What follows belongs to an exercise in optimizing a design on an open flow for small area; a production flow would make more cautious choices. Only simulation tests tie the RTL to the original design; equivalence was not proved. Power and IR drop assume default switching activity.

==> inputs of job 2764 <==
## macro_stream_out
module macro_stream_out (
   input  logic        clk,
   input  logic        rst,
   input  logic        en,
   input  logic        in_valid,
   input  logic        barrier,
   input  logic [15:0] u_x,
   input  logic [15:0] u_y,
   input  logic [15:0] rho,
   output logic        out_valid,
   input  logic        out_ready,
   output logic [39:0] out_data,
   output logic        frame_done,
   output logic [15:0] frame_count,
   output logic        overflow
);
clock: 10.0 ns
lec_check: 0
cap_margin: 5
core_margin: 2
core_utilization: 40
cts_cluster_diameter: 80
cts_cluster_size: 30
place_density: 0.75
slew_margin: 5
standard.sh (not shown) runs the stock make flow with config.mk's settings and CLKGATE_MAP_FILE= SYNTH_SCRIPT=/design/flow/synth_recipe.tcl, a recipe that flattens the netlist after the stock synthesis.
==> flow/flow/run.sh <==
#!/bin/bash
# Layout flow: the standard synthesis, then a netlist pass that re-chooses full-adder
# polarity to drop inverters (flow/polarity.py), then the standard layout from the
# floorplan on, with the ports buffered by the smallest buffer.
set -euo pipefail
W=$PWD
R=$W/orfs/results/$FLOW_PLATFORM/macro_stream_out/base
bash standard.sh synth > $W/synth.log 2>&1
cp $R/1_2_yosys.v $W/1_2_yosys.standard.v
python3 $W/flow/polarity.py $W/1_2_yosys.standard.v $R/1_2_yosys.v > $W/polarity.log 2>&1
rm -f $R/1_synth.odb $R/1_synth.sdc
bash standard.sh "BUFFER_PORTS_ARGS=-buffer_cell sky130_fd_sc_hd__buf_1" finish > $W/layout.log 2>&1
Other scripts of this flow, unchanged in this note and not shown: flow/flow/polarity.py
==> job 2880 (differences from job 2764) <==
Settings changed: CORE_UTILIZATION 40 to 60, PLACE_DENSITY 0.75 to default.
==> parameters.txt <==
Parameter                              Value

Status
  Status ... complete, no violations

Global routing
  Routing usage on met3 ... 2.049%
  Met1 usage ... 22.84%
  GRT met2 Usage ... 26.28%

Placed design
  HPWL after detailed placement ... 21.19 mm
  Placement-stage cell area ... 16160 sq um

Setup path
  Flop2flop setup slack ... 7.13 ns

Worst hold path
  Hold-critical path endpoint ... c3_q[2]

STA
  Shortest period the worst path allows ... ~9.6 ns

Pwr
  Max VDD drop ... about 0.14 mV

Detailed routing
  Wire per inst ... 18.87 um

Floorplanning
  Total die area ... slightly below 40000 sq um
[end of results for job 2764]
==> parameters.txt <==
Parameter                              Value

Status
  Status ... complete, no violations

Detailed routing
  Wire per inst ... 20.05 um

Global routing
  Routing usage on met3 ... 2.860%

Placed design
  HPWL after detailed placement ... around 21 mm
  Placement-stage cell area ... 16050 sq um

STA
  Shortest period the worst path allows ... between 9 and 10 ns

Worst hold path
  Hold-critical path endpoint ... c3_q[1]
[end of results for job 2880]

* * *

==> run R <==
macro_stream_out again, from the RTL that the note above started with.
export LEC_CHECK = 0
export CAP_MARGIN = 5
export CORE_MARGIN = 2
export CORE_UTILIZATION = 40
export CTS_CLUSTER_DIAMETER = 80
export CTS_CLUSTER_SIZE = 30
export SLEW_MARGIN = 5
create_clock -name core_clock -period 10.0 [get_ports {clk}]
==> flow/flow/polarity.py <==
#!/usr/bin/env python3
"""Re-chooses the polarity of the full adders in a synthesized sky130hd netlist to drop inverters.

A full adder is self-dual: FA(~a, ~b, ~c) = (~sum, ~carry). Yosys's extract_fa often builds
adders on complemented signals and leaves an inverter on many adder-to-adder connections. This
script removes every inverter, picks for each full adder whether it computes on true or on
complemented signals (local search that lowers the number of signals needed in both
polarities), and puts back one inverter for each signal that some pin needs complemented.
Usage: polarity.py IN.v OUT.v"""
import re
import sys
import random

src = open(sys.argv[1]).read()
CELL_RE = re.compile(r'^(\s*)(sky130_fd_sc_hd__\w+)\s+(\S+)\s*\((.*?)\);\n', re.S | re.M)
PIN_RE = re.compile(r'\.(\w+)\(((?:\\\S+\s)|[^)]*?)\s*\)')
OUT_PINS = {'X', 'Y', 'Q', 'Q_N', 'COUT', 'SUM', 'HI', 'LO'}

cells = []   # dict(type, name, pins: list[(pin, net)], span)
for m in CELL_RE.finditer(src):
    pins = [(p, n.strip()) for p, n in PIN_RE.findall(m.group(4))]
    cells.append({'type': m.group(2), 'name': m.group(3), 'pins': pins, 'span': m.span(), 'indent': m.group(1)})

PORTS = set()
for m in re.finditer(r'^\s*(?:input|output|inout)\s+(?:\[[^\]]*\]\s*)?(\S+?)\s*;', src, re.M):
    PORTS.add(m.group(1))


def net_base(n):
    return re.sub(r'\s*\[\d+\]$', '', n.strip())


def is_inv(c):
    if re.fullmatch(r'sky130_fd_sc_hd__(inv|clkinv)_\d+', c['type']) is None:
        return False
    # an inverter that drives a port stays as it is
    return net_base(dict(c['pins'])['Y']) not in PORTS

def is_fa(c):
    return re.fullmatch(r'sky130_fd_sc_hd__fa_\d+', c['type']) is not None

inv_of = {}   # output net -> input net
for c in cells:
    if is_inv(c):
        d = dict(c['pins'])
        inv_of[d['Y']] = d['A']

def root(net):
    p = 0
    seen = 0
    while net in inv_of and seen < 100:
        net = inv_of[net]
        p ^= 1
        seen += 1
    return net, p

# nets read by assign statements (outputs, renames) keep their true polarity
assign_reads = set()
for m in re.finditer(r'^\s*assign\s+(.*?)\s*=\s*(.*?);', src, re.M):
    for n in re.findall(r'(\\\S+\s|[A-Za-z_][\w$.]*(?:\[\d+\])?)', m.group(2)):
        assign_reads.add(n.strip())

# cells with a complemented twin: flipping one swaps its type and complements its output
TWIN = {'and2_1': 'nand2_1', 'nand2_1': 'and2_1', 'or2_1': 'nor2_1', 'nor2_1': 'or2_1',
        'xor2_1': 'xnor2_1', 'xnor2_1': 'xor2_1', 'and3_1': 'nand3_1', 'nand3_1': 'and3_1',
        'or3_1': 'nor3_1', 'nor3_1': 'or3_1'}
AREA = {'and2_1': 6.256, 'nand2_1': 3.7536, 'or2_1': 6.256, 'nor2_1': 3.7536, 'xor2_1': 8.7584,
        'xnor2_1': 8.7584, 'and3_1': 6.256, 'nand3_1': 5.0048, 'or3_1': 6.256, 'nor3_1': 5.0048}
INV_AREA = 3.7536
fa_idx = {}
driver_fa = {}   # net -> flippable cell index (full adder SUM/COUT, or twin cell output)
fas = []
flip_cost = []
for c in cells:
    short = c['type'].replace('sky130_fd_sc_hd__', '')
    drives_port = any(p in OUT_PINS and net_base(n) in PORTS for p, n in c['pins'])
    if (is_fa(c) or short in TWIN) and not drives_port:
        fa_idx[c['name']] = len(fas)
        fas.append(c)
        flip_cost.append(0.0 if is_fa(c) else AREA[TWIN[short]] - AREA[short])
        for p, n in c['pins']:
            if p in ('SUM', 'COUT', 'X', 'Y'):
                driver_fa[n] = len(fas) - 1

# consumers: (fa index or None, root net, polarity)
cons = []
for c in cells:
    if is_inv(c):
        continue
    f = fa_idx.get(c['name']) if is_fa(c) else None
    for p, n in c['pins']:
        if p in OUT_PINS or n == '':
            continue
        r, pol = root(n)
        cons.append((f, r, pol))
for n in assign_reads:
    r, pol = root(n)
    if pol or n in inv_of:
        cons.append((None, r, pol))
# inverters driving nothing but other removed inverters are dropped; an inverter output read by an
# assign is covered above

by_root = {}
for i, (f, r, pol) in enumerate(cons):
    by_root.setdefault(r, []).append(i)
fa_roots = [set() for _ in fas]
for i, (f, r, pol) in enumerate(cons):
    if f is not None:
        fa_roots[f].add(r)
for r in by_root:
    if r in driver_fa:
        fa_roots[driver_fa[r]].add(r)

phi = [0] * len(fas)

def need_inv(r):
    phys = phi[driver_fa[r]] if r in driver_fa else 0
    for i in by_root[r]:
        f, _, pol = cons[i]
        want = pol ^ (phi[f] if f is not None else 0)
        if want != phys:
            return 1
    return 0

def cost():
    return sum(need_inv(r) for r in by_root)

def local(f):
    return sum(need_inv(r) for r in fa_roots[f])

def total():
    return INV_AREA * sum(need_inv(r) for r in by_root) + sum(flip_cost[f] for f in range(len(fas)) if phi[f])


def local(f):
    return INV_AREA * sum(need_inv(r) for r in fa_roots[f]) + (flip_cost[f] if phi[f] else 0)


import math
rng = random.Random(1)
start = total()
cur = start
best, best_phi = cur, phi[:]
T = 4.0
steps = 200000
for it in range(steps):
    f = rng.randrange(len(fas))
    before = local(f)
    phi[f] ^= 1
    d = local(f) - before
    if d <= 0 or rng.random() < math.exp(-d / T):
        cur += d
        if cur < best - 1e-9:
            best, best_phi = cur, phi[:]
    else:
        phi[f] ^= 1
    T = max(0.05, 4.0 * (1 - it / steps))
phi = best_phi


# rewrite; the outputs of flipped cells carry the complement and get new names
ren = {}
for r, f in driver_fa.items():
    if phi[f]:
        ren[r] = r + '_pn'
inv_net = {}
new_cells = []
k = 0
for r in sorted(by_root):
    if need_inv(r):
        k += 1
        inv_net[r] = f'polinv_n{k}'
        phys = ren.get(r, r)
        new_cells.append(f'  sky130_fd_sc_hd__inv_1 polinv_{k} (\n    .A({phys}{" " if phys.startswith(chr(92)) else ""}),\n    .Y(polinv_n{k})\n  );\n')

def conn(f, n):
    r, pol = root(n)
    phys = phi[driver_fa[r]] if r in driver_fa else 0
    want = pol ^ (phi[f] if f is not None else 0)
    return ren.get(r, r) if want == phys else inv_net[r]

def fmt(n):
    return n + ' ' if n.startswith('\\') else n

out = []
pos = 0
first = None
for c in cells:
    a, b = c['span']
    out.append(src[pos:a])
    pos = b
    if first is None:
        first = len(out)
    if is_inv(c):
        continue
    f = fa_idx.get(c['name'])
    ctype = c['type']
    if f is not None and not is_fa(c):
        if phi[f]:
            ctype = 'sky130_fd_sc_hd__' + TWIN[ctype.replace('sky130_fd_sc_hd__', '')]
        f = None
    pins = []
    for p, n in c['pins']:
        if p in OUT_PINS or n == '':
            if ctype != c['type'] and p in ('X', 'Y'):
                p = 'Y' if p == 'X' else 'X'
            pins.append((p, ren.get(n, n)))
        else:
            pins.append((p, conn(f, n)))
    body = ',\n'.join(f'{c["indent"]}  .{p}({fmt(n)})' for p, n in pins)
    out.append(f'{c["indent"]}{ctype} {c["name"]} (\n{body}\n{c["indent"]});\n')
out.append(src[pos:])
text = ''.join(out)
# assigns that read an inverter output or a flipped adder output
NAME_RE = re.compile(r'(\\\S+\s|[A-Za-z_][\w$.]*(?:\[\d+\])?)')


def fix_assign(m):
    rhs = m.group(2)

    def rep(mm):
        n = mm.group(0).strip()
        if n in inv_of or n in driver_fa:
            return fmt(conn(None, n))
        return mm.group(0)
    head = m.group(0)[:m.start(2) - m.start(0)]
    return head + NAME_RE.sub(rep, rhs) + ';'


text = re.sub(r'^\s*assign\s+(.*?)\s*=\s*(.*?);', fix_assign, text, flags=re.M)
decl = ''.join(f'  wire polinv_n{i};\n' for i in range(1, k + 1))
decl += ''.join(f'  wire {fmt(n)};\n' for n in ren.values())
cells_text = ''.join(new_cells)
i = text.find('\n  sky130_fd_sc_hd__')
text = text[:i + 1] + decl + cells_text + text[i + 1:]
open(sys.argv[2], 'w').write(text)
n_inv = sum(1 for c in cells if is_inv(c))
print(f'flippable cells: {len(fas)}, flipped: {sum(phi)}, inverters before: {n_inv}, after: {k}, '
      f'area change {best - INV_AREA * n_inv:.1f} um2 (search start {start:.1f})')
Scripts as last shown in full above: flow/flow/run.sh
==> run X (differences from run R) <==
--- a/flow/flow/polarity.py
+++ b/flow/flow/polarity.py
@@ -35,6 +35,70 @@
         return False
     # an inverter that drives a port stays as it is
     return net_base(dict(c['pins'])['Y']) not in PORTS
+
+# plain buffers that synthesis left (ABC fanout buffers) are taken out: placement buffers again
+# where the layout needs it
+def is_buf(c):
+    if re.fullmatch(r'sky130_fd_sc_hd__(buf|clkbuf)_\d+', c['type']) is None:
+        return False
+    return net_base(dict(c['pins'])['X']) not in PORTS
+
+
+buf_of = {}
+for c in cells:
+    if is_buf(c):
+        d = dict(c['pins'])
+        buf_of[d['X']] = d['A']
+
+
+def unbuf(n):
+    k = 0
+    while n in buf_of and k < 100:
+        n = buf_of[n]
+        k += 1
+    return n
+
+
+for c in cells:
+    if not is_buf(c):
+        c['pins'] = [(p, n if p in OUT_PINS else unbuf(n)) for p, n in c['pins']]
+cells_all = cells
+removed_bufs = [c for c in cells if is_buf(c)]
+cells = [c for c in cells if not is_buf(c)]
+
+# 8-way AND-OR read trees: nand4 of four single-use a22oi become nand3 of a222oi, a222oi, a22oi
+loads = {}
+drv_cell = {}
+for c in cells:
+    for p, n in c['pins']:
+        if p in OUT_PINS:
+            drv_cell[n] = c
+        else:
+            loads[n] = loads.get(n, 0) + 1
+n_tree = 0
+for c in cells:
+    if c['type'] != 'sky130_fd_sc_hd__nand4_1' or c.get('deleted'):
+        continue
+    d = dict(c['pins'])
+    gs = [drv_cell.get(d[k]) for k in ('A', 'B', 'C', 'D')]
+    if any(g is None or g['type'] != 'sky130_fd_sc_hd__a22oi_1' or g.get('deleted') for g in gs):
+        continue
+    if any(loads.get(d[k], 0) != 1 or net_base(d[k]) in PORTS for k in ('A', 'B', 'C', 'D')):
+        continue
+    if len(set(id(g) for g in gs)) != 4:
+        continue
+    g1, g2, g3, g4 = [dict(g['pins']) for g in gs]
+    gs[0]['type'] = gs[1]['type'] = 'sky130_fd_sc_hd__a222oi_1'
+    gs[0]['pins'] = [('A1', g1['A1']), ('A2', g1['A2']), ('B1', g1['B1']), ('B2', g1['B2']),
+                     ('C1', g4['A1']), ('C2', g4['A2']), ('Y', g1['Y'])]
+    gs[1]['pins'] = [('A1', g2['A1']), ('A2', g2['A2']), ('B1', g2['B1']), ('B2', g2['B2']),
+                     ('C1', g4['B1']), ('C2', g4['B2']), ('Y', g2['Y'])]
+    gs[3]['deleted'] = True
+    c['type'] = 'sky130_fd_sc_hd__nand3_1'
+    c['pins'] = [('A', g1['Y']), ('B', g2['Y']), ('C', g3['Y']), ('Y', d['Y'])]
+    n_tree += 1
+cells = [c for c in cells if not c.get('deleted')]
+
 
 def is_fa(c):
     return re.fullmatch(r'sky130_fd_sc_hd__fa_\d+', c['type']) is not None
@@ -185,13 +249,13 @@
 out = []
 pos = 0
 first = None
-for c in cells:
+for c in cells_all:
     a, b = c['span']
     out.append(src[pos:a])
     pos = b
     if first is None:
         first = len(out)
-    if is_inv(c):
+    if is_inv(c) or is_buf(c) or c.get('deleted'):
         continue
     f = fa_idx.get(c['name'])
     ctype = c['type']
@@ -235,5 +299,6 @@
 text = text[:i + 1] + decl + cells_text + text[i + 1:]
 open(sys.argv[2], 'w').write(text)
 n_inv = sum(1 for c in cells if is_inv(c))
+print(f'buffers removed: {len(removed_bufs)}, read trees rebuilt: {n_tree}')
 print(f'flippable cells: {len(fas)}, flipped: {sum(phi)}, inverters before: {n_inv}, after: {k}, '
       f'area change {best - INV_AREA * n_inv:.1f} um2 (search start {start:.1f})')
==> comparison table <==
                                                                 run X                    run R
Post-synthesis to final-layout area growth                       11.4%                    9.80%
Total power of the final layout                                3.32 mW                  3.33 mW
Area after DPL                                             0.0162 mm^2              0.0163 mm^2
Met3 Track Usage GR                                              2.30%                    2.09%
Final Skew                                                     21.8 ps                  9.16 ps
Routed wire length on met3                                     2300 um                  1820 um
Fin util                                                         45.4%                    44.5%
Fin nets                                                          1409                     1434
Combined area of the multi-input logic cells              0.00627 mm^2             0.00633 mm^2
Maximum fanout along the worst path                                 10                       11
Via count of the first global-routing pass                        9171                     9202
Antenna violations before repair                                     1                        2
Proportion of cell area occupied by registers                    51.1%                    50.7%
Run status                                     complete, no violations  complete, no violations
Clock buf/inv share                                              2.73%                    2.61%

## port drivers added, routing unchanged
Ports are ideal in the flow. The routed layouts listed here were re-timed in OpenROAD. Step 1, drivers: a clkbuf_16 drives clk and a buf_2 each remaining input, both assumed. Step 2 adds t to the input delays and takes it off the output delays; t is the mean of the earliest and latest rising clock arrival at the registers after step 1. Input paths then give back, and output paths get back, about the clock's delay inside the block. Slacks: ideal ports / drivers / drivers and shift; pairs: ideal ports / drivers.
run	t (ns)	setup slack, ns	hold WS [ns]	clock arrival spread, ns	worst data-port slew with drivers (ns)
job 2764	0.536	0.373 / 0.400 / -0.135	0.328 / 0.328 / 0.328	0.021 / 0.021	0.09
job 2880	0.532	0.391 / 0.415 / -0.116	0.305 / 0.305 / 0.305	0.035 / 0.035	0.06
run R	0.540	0.454 / 0.473 / -0.067	0.335 / 0.335 / 0.335	0.012 / 0.012	0.10
run X	0.524	0.438 / 0.460 / -0.064	0.332 / 0.332 / 0.332	0.028 / 0.027	0.08
With both steps, setup timing fails in every run listed, where it was met with ideal ports. For run R, which loses most, drivers alone change the setup slack by +0.019 ns; drivers and shift together by -0.521 ns.
